Background: an optimization exercise with open tools, aiming at a short achievable clock period and few clock cycles. Do not read the settings as production practice.
Where RTL was checked, it was by simulation tests only, not by an equivalence proof against the original.

==> 03-19 <==
Design pcpu_top, start of the top module:
module pcpu_top
(
	input logic clock,
	input logic reset,
	input logic i_enable,
	input logic i_start,
	input pcpu_pkg::word_t i_idata,
	input pcpu_pkg::word_t i_ddata,
	output pcpu_pkg::addr_t o_iaddr,
	output pcpu_pkg::addr_t o_daddr,
	output pcpu_pkg::word_t o_ddata,
	output logic o_dwe
);
	logic running;
	logic halted;
	logic adv;
	pcpu_pkg::addr_t pc;
	pcpu_pkg::addr_t pc_next;
	logic [5-1:0] f_op;
	pcpu_pkg::reg_idx_t f_d;
	pcpu_pkg::reg_idx_t f_a;
	pcpu_pkg::reg_idx_t f_b;
	pcpu_pkg::reg_idx_t f_ia;
	logic f_jump;
	logic f_br;
	logic f_halt;
	logic f_stall;
	logic f_taken;
	logic f_alu;
	logic f_ld;
	logic f_st;
	logic f_rr;
	logic f_immd;
	logic f_sub;
	pcpu_pkg::word_t f_fa;
	pcpu_pkg::word_t f_fb;
	pcpu_pkg::word_t f_fd;
	pcpu_pkg::word_t f_opb;
	logic ex_alu;  
	logic ex_ld;
	logic ex_st;
	logic ex_cin;  
	logic ex_and;
	logic ex_or;
	logic ex_xor;
	logic ex_a_ld;  
	logic ex_b_ld;
	logic ex_d_ld;
	pcpu_pkg::reg_idx_t ex_d;
	pcpu_pkg::word_t ex_opa;
	pcpu_pkg::word_t ex_opb;
	pcpu_pkg::word_t ex_opd;
	pcpu_pkg::word_t a;
	pcpu_pkg::word_t b;
	pcpu_pkg::word_t sum;
	pcpu_pkg::word_t ex_res;
	logic ex_z;
	logic z_next;
	logic zf;
	logic m_ld;
	logic m_st;
	pcpu_pkg::reg_idx_t m_d;
	pcpu_pkg::addr_t daddr;
	pcpu_pkg::word_t ddata;
	pcpu_pkg::word_t regs [8];
	function automatic pcpu_pkg::word_t fwd(input pcpu_pkg::reg_idx_t r);
		if (ex_alu && (ex_d == r))
			fwd = ex_res;
		else if (m_ld && (m_d == r))
			fwd = i_ddata;
		else
			fwd = regs[r];
	endfunction
	assign adv = running || (i_enable && i_start && !m_st);
	always_ff @(posedge clock or posedge reset)
	begin
		if (reset)
			running <= 1'b0;
		else if (running)
			running <= i_enable;
		else
			running <= i_enable && i_start;
	end
	assign o_iaddr = pc;
	assign f_op = i_idata[15:11];
	assign f_d = i_idata[10:8];
	assign f_a = i_idata[6:4];
	assign f_b = i_idata[2:0];
	assign f_jump = (f_op == OP_JUMP);
	assign f_br = (f_op == OP_BZ) || (f_op == OP_BNZ);
	assign f_halt = (f_op == OP_HALT);
	assign f_ld = (f_op == OP_LOAD);
	assign f_st = (f_op == OP_STORE);
	assign f_sub = (f_op == OP_SUB);
	assign f_immd = (f_op == OP_ADDI) || (f_op == OP_LDIH);
  ...
clock: 5.5 ns
lec_check: 0
cap_margin: 20
core_margin: 2
core_utilization: 40
setup_slack_margin: 2.0
slew_margin: 20
run.sh (not shown) runs the stock make flow with config.mk's settings and CLKGATE_MAP_FILE= SYNTH_SCRIPT=/design/flow/synth_recipe.tcl, a recipe that flattens the netlist after the stock synthesis.
==> 09-01: changes against 03-19 <==
--- a/flow/design.v
+++ b/flow/design.v
@@ -50,15 +50,25 @@
 	pcpu_pkg::reg_idx_t f_a;
 	pcpu_pkg::reg_idx_t f_b;
 	pcpu_pkg::reg_idx_t f_ia;
 	logic f_jump;
 	logic f_br;
 	logic f_halt;
 	logic f_stall;
-	logic f_taken;
+	logic f_bz;
+	logic f_bnz;
+	pcpu_pkg::addr_t f_seq;
+	pcpu_pkg::addr_t f_target;
+	pcpu_pkg::addr_t f_tgts [8];
+	pcpu_pkg::addr_t pc_z0;
+	pcpu_pkg::addr_t pc_z1;
+	pcpu_pkg::addr_t f_seq2;
+	pcpu_pkg::addr_t f_prev;
+	logic f_nop;
+	logic f_ctl;
 	logic f_alu;
 	logic f_ld;
 	logic f_st;
 	logic f_rr;
 	logic f_immd;
 	logic f_sub;
 	pcpu_pkg::word_t f_fa;
@@ -68,39 +78,123 @@
 	logic ex_alu;  
 	logic ex_ld;
 	logic ex_st;
 	logic ex_cin;  
 	logic ex_and;
 	logic ex_or;
 	logic ex_xor;
-	logic ex_a_ld;  
-	logic ex_b_ld;
-	logic ex_d_ld;
+	logic ex_a_byp;  
+	logic ex_b_byp;
+	logic ex_d_byp;
 	pcpu_pkg::reg_idx_t ex_d;
 	pcpu_pkg::word_t ex_opa;
 	pcpu_pkg::word_t ex_opb;
 	pcpu_pkg::word_t ex_opd;
 	pcpu_pkg::word_t a;
 	pcpu_pkg::word_t b;
 	pcpu_pkg::word_t sum;
 	pcpu_pkg::word_t ex_res;
 	logic ex_z;
 	logic z_next;
 	logic zf;
 	logic m_ld;
+	logic m_alu;
+	logic m_wr;
+	pcpu_pkg::word_t m_res;
+	pcpu_pkg::word_t mem_val;
 	logic m_st;
 	pcpu_pkg::reg_idx_t m_d;
 	pcpu_pkg::addr_t daddr;
 	pcpu_pkg::word_t ddata;
 	pcpu_pkg::word_t regs [8];
+	localparam int NC = 32;
+	localparam logic [1:0] CT_NOP = 2'd0;
+	localparam logic [1:0] CT_JUMP = 2'd1;
+	localparam logic [1:0] CT_BZ = 2'd2;
+	localparam logic [1:0] CT_BNZ = 2'd3;
+	logic c_v [NC];
+	logic [2:0] c_tag [NC];
+	logic [1:0] c_ty [NC];
+	pcpu_pkg::reg_idx_t c_d [NC];
+	pcpu_pkg::addr_t c_tgt [NC];
+	pcpu_pkg::addr_t c_base [NC];  
+	logic [4:0] l_idx;
+	logic l_hit;
+	logic [1:0] l_ty;
+	pcpu_pkg::addr_t l_tgt;
+	logic fold;
+	pcpu_pkg::addr_t fold_pc;
+	logic [4:0] w_idx;
+	logic [1:0] w_ty;
+	logic k_chk;
+	logic k_bnz;
+	pcpu_pkg::reg_idx_t k_d;
+	pcpu_pkg::addr_t k_base;
+	pcpu_pkg::addr_t k_tgt;
+	logic [8-1:0] k_eq;
+	pcpu_pkg::addr_t k_alt;  
+	pcpu_pkg::addr_t k_b;  
+	logic k_hz;
+	logic k_tok;
+	logic misp;
+	logic k_bad0;
+	logic f_hold;
+	logic f_go;
+	pcpu_pkg::addr_t pc_n0;
+	pcpu_pkg::addr_t pc_n1;
+	function automatic [15:0] add16(input [15:0] x, input [15:0] y, input cin);
+		logic [15:0] p;
+		logic [15:0] g;
+		logic [15:0] t;
+		logic [15:0] gn;
+		logic [15:0] tn;
+		p = x ^ y;
+		g = x & y;
+		g[0] = g[0] | (p[0] & cin);
+		t = p;
+		for (int k = 1; k < 16; k = k * 2)
+		begin
+			gn = g;
+			tn = t;
+			for (int i = k; i < 16; i++)
+			begin
+				gn[i] = g[i] | (t[i] & g[i - k]);
+				tn[i] = t[i] & t[i - k];
+			end
+			g = gn;
+			t = tn;
+		end
+		add16 = p ^ {g[14:0], cin};
+	endfunction
+	function automatic [7:0] add8(input [7:0] x, input [7:0] y);
+		logic [7:0] p;
+		logic [7:0] g;
+		logic [7:0] t;
+		logic [7:0] gn;
+		logic [7:0] tn;
+		p = x ^ y;
+		g = x & y;
+		t = p;
+		for (int k = 1; k < 8; k = k * 2)
+		begin
+			gn = g;
+			tn = t;
+			for (int i = k; i < 8; i++)
+			begin
+				gn[i] = g[i] | (t[i] & g[i - k]);
+				tn[i] = t[i] & t[i - k];
+			end
+			g = gn;
+			t = tn;
+		end
+		add8 = p ^ {g[6:0], 1'b0};
+	endfunction
 	function automatic pcpu_pkg::word_t fwd(input pcpu_pkg::reg_idx_t r);
-		if (ex_alu && (ex_d == r))
-			fwd = ex_res;
-		else if (m_ld && (m_d == r))
-			fwd = i_ddata;
+		if (m_wr && (m_d == r))
+			fwd = mem_val;
 		else
 			fwd = regs[r];
 	endfunction
 	assign adv = running || (i_enable && i_start && !m_st);
 	always_ff @(posedge clock or posedge reset)
 	begin
 		if (reset)
@@ -112,35 +206,109 @@
 	end
 	assign o_iaddr = pc;
 	assign f_op = i_idata[15:11];
 	assign f_d = i_idata[10:8];
 	assign f_a = i_idata[6:4];
 	assign f_b = i_idata[2:0];
 	assign f_jump = (f_op == OP_JUMP);
-	assign f_br = (f_op == OP_BZ) || (f_op == OP_BNZ);
+	assign f_bz = (f_op == OP_BZ);
+	assign f_bnz = (f_op == OP_BNZ);
+	assign f_br = f_bz || f_bnz;
 	assign f_halt = (f_op == OP_HALT);
 	assign f_ld = (f_op == OP_LOAD);
 	assign f_st = (f_op == OP_STORE);
 	assign f_sub = (f_op == OP_SUB);
 	assign f_immd = (f_op == OP_ADDI) || (f_op == OP_LDIH);
 	assign f_rr = (f_op == OP_ADD) || (f_op == OP_SUB) || (f_op == OP_AND)
 		|| (f_op == OP_OR) || (f_op == OP_XOR);
 	assign f_alu = f_rr || f_immd;
 	assign f_ia = f_immd ? f_d : f_a;
-	assign f_stall = f_br && ((((ex_alu || ex_ld) && (ex_d == f_d))) || (m_ld && (m_d == f_d)));
+	assign f_ctl = f_jump || f_br || f_halt;
+	assign f_nop = !(f_alu || f_ld || f_st || f_ctl);
+	assign f_stall = (f_br && (((ex_alu || ex_ld) && (ex_d == f_d)) || (m_wr && (m_d == f_d))))
+		|| (ex_ld && (((f_alu || f_ld || f_st) && (ex_d == f_ia)) || (f_rr && (ex_d == f_b))
+		|| (f_st && (ex_d == f_d))));
 	assign z_next = ex_alu ? ex_z : zf;
-	assign f_taken = f_br && (z_next == (f_op == OP_BZ));
+	assign f_seq = add8(pc, 8'd1);
+	always_comb
+	begin
+		for (int i = 0; i < 8; i++)
+			f_tgts[i] = add8(regs[i][7:0], i_idata[7:0]);
+	end
+	assign f_target = f_tgts[f_d];
 	always_comb
 	begin
 		if (f_jump)
-			pc_next = i_idata[7:0];
-		else if (f_taken)
-			pc_next = regs[f_d][7:0] + i_idata[7:0];
+		begin
+			pc_z0 = i_idata[7:0];
+			pc_z1 = i_idata[7:0];
+		end
 		else
-			pc_next = pc + 1'b1;
+		begin
+			pc_z0 = f_bnz ? f_target : f_seq;
+			pc_z1 = f_bz ? f_target : f_seq;
+		end
+	end
+	assign f_seq2 = add8(pc, 8'd2);
+	assign f_prev = add8(pc, 8'hff);
+	assign l_idx = pc[4:0];
+	assign l_hit = c_v[l_idx] && (c_tag[l_idx] == pc[7:5]);
+	assign l_ty = c_ty[l_idx];
+	assign l_tgt = c_tgt[l_idx];
+	assign fold = l_hit && !f_ctl;
+	assign fold_pc = ((l_ty == CT_JUMP) || (l_ty == CT_BNZ)) ? l_tgt : f_seq2;
+	assign k_hz = ((ex_alu || ex_ld) && (ex_d == k_d)) || (m_wr && (m_d == k_d));
+	always_comb
+	begin
+		for (int i = 0; i < 8; i++)
+			k_eq[i] = (regs[i][7:0] == k_base);
+	end
+	assign k_tok = k_eq[k_d] && !k_hz;
+	assign k_bad0 = k_chk && k_bnz && !k_tok;  
+	assign misp = z_next ? k_chk : k_bad0;
+	assign f_hold = halted || f_halt || f_stall;
+	assign pc_n1 = k_chk ? (k_bnz ? k_alt : (k_tok ? k_tgt : k_b))
+		: (f_hold ? pc : (fold ? fold_pc : pc_z1));
+	assign pc_n0 = k_bad0 ? k_b : (f_hold ? pc : (fold ? fold_pc : pc_z0));
+	assign pc_next = z_next ? pc_n1 : pc_n0;
+	assign f_go = !f_hold && (z_next ? !k_chk : !k_bad0);
+	assign w_idx = f_prev[4:0];
+	assign w_ty = f_jump ? CT_JUMP : (f_bz ? CT_BZ : (f_bnz ? CT_BNZ : CT_NOP));
+	always_ff @(posedge clock or posedge reset)
+	begin
+		if (reset)
+		begin
+			for (int i = 0; i < NC; i++)
+				c_v[i] <= 1'b0;
+		end
+		else if (!halted && (f_jump || f_br || f_nop))
+			c_v[w_idx] <= 1'b1;
+	end
+	always_ff @(posedge clock)
+	begin
+		if (!halted && (f_jump || f_br || f_nop))
+		begin
+			c_tag[w_idx] <= f_prev[7:5];
+			c_ty[w_idx] <= w_ty;
+			c_d[w_idx] <= f_d;
+			c_tgt[w_idx] <= f_jump ? i_idata[7:0] : f_target;
+			c_base[w_idx] <= regs[f_d][7:0];
+		end
+	end
+	always_ff @(posedge clock)
+	begin
+		if (adv)
+		begin
+			k_bnz <= (l_ty == CT_BNZ);
+			k_d <= c_d[l_idx];
+			k_base <= c_base[l_idx];
+			k_tgt <= l_tgt;
+			k_alt <= f_seq2;
+			k_b <= f_seq;
+		end
 	end
 	always_comb
 	begin
 		f_fa = fwd(f_ia);
 		f_fb = fwd(f_b);
 		f_fd = fwd(f_d);
 		if (f_rr)
@@ -157,59 +325,46 @@
 		if (reset)
 		begin
 			pc <= '0;
 			halted <= 1'b0;
 			ex_alu <= 1'b0;
 			ex_ld <= 1'b0;
 			ex_st <= 1'b0;
+			k_chk <= 1'b0;
 		end
 		else if (adv)
 		begin
-			if (halted || f_halt || f_stall)
-			begin
-				halted <= halted || f_halt;
-				ex_alu <= 1'b0;
-				ex_ld <= 1'b0;
-				ex_st <= 1'b0;
-			end
-			else
-			begin
-				pc <= pc_next;
-				ex_alu <= f_alu;
-				ex_ld <= f_ld;
-				ex_st <= f_st;
-			end
+			pc <= pc_next;
+			halted <= halted || (f_halt && !misp);
+			ex_alu <= f_go && f_alu;
+			ex_ld <= f_go && f_ld;
+			ex_st <= f_go && f_st;
+			k_chk <= f_go && fold && ((l_ty == CT_BZ) || (l_ty == CT_BNZ));
 		end
 	end
 	always_ff @(posedge clock)
 	begin
 		if (adv)
 		begin
 			ex_d <= f_d;
 			ex_cin <= f_sub;
 			ex_and <= (f_op == OP_AND);
 			ex_or <= (f_op == OP_OR);
 			ex_xor <= (f_op == OP_XOR);
-			ex_a_ld <= ex_ld && (ex_d == f_ia);
-			ex_b_ld <= ex_ld && (ex_d == f_b) && f_rr;
-			ex_d_ld <= ex_ld && (ex_d == f_d);
+			ex_a_byp <= ex_alu && (ex_d == f_ia);
+			ex_b_byp <= ex_alu && (ex_d == f_b) && f_rr;
+			ex_d_byp <= ex_alu && (ex_d == f_d);
 			ex_opa <= f_fa;
 			ex_opb <= f_opb;
 			ex_opd <= f_fd;
 		end
 	end
-	always_comb
-	begin
-		a = ex_a_ld ? i_ddata : ex_opa;
-		if (ex_b_ld)
-			b = ex_cin ? ~i_ddata : i_ddata;
-		else
-			b = ex_opb;
-	end
-	assign sum = a + b + {15'd0, ex_cin};
+	assign a = ex_a_byp ? m_res : ex_opa;
+	assign b = ex_b_byp ? (m_res ^ {16{ex_cin}}) : ex_opb;
+	assign sum = add16(a, b, ex_cin);
 	always_comb
 	begin
 		if (ex_and)
 			ex_res = a & b;
 		else if (ex_or)
 			ex_res = a | b;
 		else if (ex_xor)
@@ -230,39 +385,42 @@
 	end
 	always_ff @(posedge clock or posedge reset)
 	begin
 		if (reset)
 		begin
 			zf <= 1'b0;
 			m_ld <= 1'b0;
+			m_alu <= 1'b0;
 			m_st <= 1'b0;
 			for (int i = 0; i < 8; i++)
 				regs[i] <= '0;
 		end
 		else if (adv)
 		begin
 			if (ex_alu)
 				zf <= ex_z;
 			m_ld <= ex_ld;
+			m_alu <= ex_alu;
 			m_st <= ex_st;
 			for (int i = 0; i < 8; i++)
 			begin
-				if (ex_alu && (ex_d == i))
-					regs[i] <= ex_res;
-				else if (m_ld && (m_d == i))
-					regs[i] <= i_ddata;
+				if (m_wr && (m_d == i))
+					regs[i] <= mem_val;
 			end
 		end
 	end
 	always_ff @(posedge clock)
 	begin
 		if (adv)
 		begin
 			m_d <= ex_d;
+			m_res <= ex_res;
 			daddr <= sum[7:0];
-			ddata <= ex_d_ld ? i_ddata : ex_opd;
+			ddata <= ex_d_byp ? m_res : ex_opd;
 		end
 	end
+	assign m_wr = m_alu || m_ld;
+	assign mem_val = m_ld ? i_ddata : m_res;
 	assign o_daddr = daddr;
 	assign o_ddata = ddata;
 	assign o_dwe = m_st && running && !reset;
 endmodule
- SETUP_SLACK_MARGIN: 2.0 -> 3.0
==> 08-20: changes against 03-19 <==
--- a/flow/design.v
+++ b/flow/design.v
@@ -50,15 +50,21 @@
 	pcpu_pkg::reg_idx_t f_a;
 	pcpu_pkg::reg_idx_t f_b;
 	pcpu_pkg::reg_idx_t f_ia;
 	logic f_jump;
 	logic f_br;
 	logic f_halt;
 	logic f_stall;
-	logic f_taken;
+	logic f_bz;
+	logic f_bnz;
+	pcpu_pkg::addr_t f_seq;
+	pcpu_pkg::addr_t f_target;
+	pcpu_pkg::addr_t f_tgts [8];
+	pcpu_pkg::addr_t pc_z0;
+	pcpu_pkg::addr_t pc_z1;
 	logic f_alu;
 	logic f_ld;
 	logic f_st;
 	logic f_rr;
 	logic f_immd;
 	logic f_sub;
 	pcpu_pkg::word_t f_fa;
@@ -68,17 +74,14 @@
 	logic ex_alu;  
 	logic ex_ld;
 	logic ex_st;
 	logic ex_cin;  
 	logic ex_and;
 	logic ex_or;
 	logic ex_xor;
-	logic ex_a_ld;  
-	logic ex_b_ld;
-	logic ex_d_ld;
 	pcpu_pkg::reg_idx_t ex_d;
 	pcpu_pkg::word_t ex_opa;
 	pcpu_pkg::word_t ex_opb;
 	pcpu_pkg::word_t ex_opd;
 	pcpu_pkg::word_t a;
 	pcpu_pkg::word_t b;
 	pcpu_pkg::word_t sum;
@@ -88,14 +91,61 @@
 	logic zf;
 	logic m_ld;
 	logic m_st;
 	pcpu_pkg::reg_idx_t m_d;
 	pcpu_pkg::addr_t daddr;
 	pcpu_pkg::word_t ddata;
 	pcpu_pkg::word_t regs [8];
+	function automatic [15:0] add16(input [15:0] x, input [15:0] y, input cin);
+		logic [15:0] p;
+		logic [15:0] g;
+		logic [15:0] t;
+		logic [15:0] gn;
+		logic [15:0] tn;
+		p = x ^ y;
+		g = x & y;
+		g[0] = g[0] | (p[0] & cin);
+		t = p;
+		for (int k = 1; k < 16; k = k * 2)
+		begin
+			gn = g;
+			tn = t;
+			for (int i = k; i < 16; i++)
+			begin
+				gn[i] = g[i] | (t[i] & g[i - k]);
+				tn[i] = t[i] & t[i - k];
+			end
+			g = gn;
+			t = tn;
+		end
+		add16 = p ^ {g[14:0], cin};
+	endfunction
+	function automatic [7:0] add8(input [7:0] x, input [7:0] y);
+		logic [7:0] p;
+		logic [7:0] g;
+		logic [7:0] t;
+		logic [7:0] gn;
+		logic [7:0] tn;
+		p = x ^ y;
+		g = x & y;
+		t = p;
+		for (int k = 1; k < 8; k = k * 2)
+		begin
+			gn = g;
+			tn = t;
+			for (int i = k; i < 8; i++)
+			begin
+				gn[i] = g[i] | (t[i] & g[i - k]);
+				tn[i] = t[i] & t[i - k];
+			end
+			g = gn;
+			t = tn;
+		end
+		add8 = p ^ {g[6:0], 1'b0};
+	endfunction
 	function automatic pcpu_pkg::word_t fwd(input pcpu_pkg::reg_idx_t r);
 		if (ex_alu && (ex_d == r))
 			fwd = ex_res;
 		else if (m_ld && (m_d == r))
 			fwd = i_ddata;
 		else
 			fwd = regs[r];
@@ -112,36 +162,51 @@
 	end
 	assign o_iaddr = pc;
 	assign f_op = i_idata[15:11];
 	assign f_d = i_idata[10:8];
 	assign f_a = i_idata[6:4];
 	assign f_b = i_idata[2:0];
 	assign f_jump = (f_op == OP_JUMP);
-	assign f_br = (f_op == OP_BZ) || (f_op == OP_BNZ);
+	assign f_bz = (f_op == OP_BZ);
+	assign f_bnz = (f_op == OP_BNZ);
+	assign f_br = f_bz || f_bnz;
 	assign f_halt = (f_op == OP_HALT);
 	assign f_ld = (f_op == OP_LOAD);
 	assign f_st = (f_op == OP_STORE);
 	assign f_sub = (f_op == OP_SUB);
 	assign f_immd = (f_op == OP_ADDI) || (f_op == OP_LDIH);
 	assign f_rr = (f_op == OP_ADD) || (f_op == OP_SUB) || (f_op == OP_AND)
 		|| (f_op == OP_OR) || (f_op == OP_XOR);
 	assign f_alu = f_rr || f_immd;
 	assign f_ia = f_immd ? f_d : f_a;
-	assign f_stall = f_br && ((((ex_alu || ex_ld) && (ex_d == f_d))) || (m_ld && (m_d == f_d)));
+	assign f_stall = (f_br && (((ex_alu || ex_ld) && (ex_d == f_d)) || (m_ld && (m_d == f_d))))
+		|| (ex_ld && (((f_alu || f_ld || f_st) && (ex_d == f_ia)) || (f_rr && (ex_d == f_b))
+		|| (f_st && (ex_d == f_d))));
 	assign z_next = ex_alu ? ex_z : zf;
-	assign f_taken = f_br && (z_next == (f_op == OP_BZ));
+	assign f_seq = add8(pc, 8'd1);
+	always_comb
+	begin
+		for (int i = 0; i < 8; i++)
+			f_tgts[i] = add8(regs[i][7:0], i_idata[7:0]);
+	end
+	assign f_target = f_tgts[f_d];
 	always_comb
 	begin
 		if (f_jump)
-			pc_next = i_idata[7:0];
-		else if (f_taken)
-			pc_next = regs[f_d][7:0] + i_idata[7:0];
-		else
-			pc_next = pc + 1'b1;
-	end
+		begin
+			pc_z0 = i_idata[7:0];
+			pc_z1 = i_idata[7:0];
+		end
+		else
+		begin
+			pc_z0 = f_bnz ? f_target : f_seq;
+			pc_z1 = f_bz ? f_target : f_seq;
+		end
+	end
+	assign pc_next = z_next ? pc_z1 : pc_z0;
 	always_comb
 	begin
 		f_fa = fwd(f_ia);
 		f_fb = fwd(f_b);
 		f_fd = fwd(f_d);
 		if (f_rr)
 			f_opb = f_sub ? ~f_fb : f_fb;
@@ -185,31 +250,22 @@
 		if (adv)
 		begin
 			ex_d <= f_d;
 			ex_cin <= f_sub;
 			ex_and <= (f_op == OP_AND);
 			ex_or <= (f_op == OP_OR);
 			ex_xor <= (f_op == OP_XOR);
-			ex_a_ld <= ex_ld && (ex_d == f_ia);
-			ex_b_ld <= ex_ld && (ex_d == f_b) && f_rr;
-			ex_d_ld <= ex_ld && (ex_d == f_d);
 			ex_opa <= f_fa;
 			ex_opb <= f_opb;
 			ex_opd <= f_fd;
 		end
 	end
-	always_comb
-	begin
-		a = ex_a_ld ? i_ddata : ex_opa;
-		if (ex_b_ld)
-			b = ex_cin ? ~i_ddata : i_ddata;
-		else
-			b = ex_opb;
-	end
-	assign sum = a + b + {15'd0, ex_cin};
+	assign a = ex_opa;
+	assign b = ex_opb;
+	assign sum = add16(a, b, ex_cin);
 	always_comb
 	begin
 		if (ex_and)
 			ex_res = a & b;
 		else if (ex_or)
 			ex_res = a | b;
 		else if (ex_xor)
@@ -255,14 +311,14 @@
 	end
 	always_ff @(posedge clock)
 	begin
 		if (adv)
 		begin
 			m_d <= ex_d;
 			daddr <= sum[7:0];
-			ddata <= ex_d_ld ? i_ddata : ex_opd;
+			ddata <= ex_opd;
 		end
 	end
 	assign o_daddr = daddr;
 	assign o_ddata = ddata;
 	assign o_dwe = m_st && running && !reset;
 endmodule
- SETUP_SLACK_MARGIN: 2.0 -> 3.0
==> qor.csv <==
stage,metric,value,unit
cts,post_cts_buffers,321,
global_route,use_met3,6.90,%
status,status,finished clean,
drt,wl_per_cell,32.9,um
That was 09-01.
==> qor.csv <==
stage,metric,value,unit
status,status,finished clean,
cts,post_cts_buffers,65,
drt,wl_per_cell,26.0,um
drt,vias,17293,
global_route,use_met3,5.44,%
That was 03-19.
==> qor.csv <==
stage,metric,value,unit
drt,wl_per_cell,31.1,um
global_route,use_met3,11.4,%
sta,slew_headroom,7.95,%
status,status,finished clean,
That was 08-20.
Testbench counts of 09-01, summed over its fixed seeds: cycles 34,707.
Testbench counts of 08-20, summed over its fixed seeds: cycles 39,817.
Function not checked in 03-19: the RTL went through the layout flow alone.

-- what the ideal ports hide --
How much do the figures lean on ideal ports? The routed layouts below were timed once more, with nothing changed but the port constraints. Step 1, drivers: a clkbuf_16 drives clock and a buf_2 each remaining input, both assumed. Step 2 times the ports against the registers' clock, not the clock port: input delays grow and output delays shrink by t, the midpoint of the rising clock arrivals with the driver on. Three values: ideal, step 1, step 2; two values: the first two.
| run | t, ns | setup slack, ns | clock arrival spread, ns | worst register clock-pin slew, ns | pins driven straight from the clock port |
|---|---|---|---|---|---|
| 03-19 | 0.635 | 1.714 / 1.730 / 1.109 | 0.018 / 0.019 | 0.07 / 0.07 | 1 |
| 09-01 | 0.831 | 1.880 / 1.880 / 1.336 | 0.085 / 0.085 | 0.08 / 0.08 | 1 |
| 08-20 | 0.635 | 2.197 / 2.216 / 1.594 | 0.012 / 0.011 | 0.07 / 0.07 | 1 |
After both steps every run listed still meets setup and hold. For 03-19, which loses most, drivers alone change the setup slack by +0.016 ns; drivers and shift together by -0.605 ns.
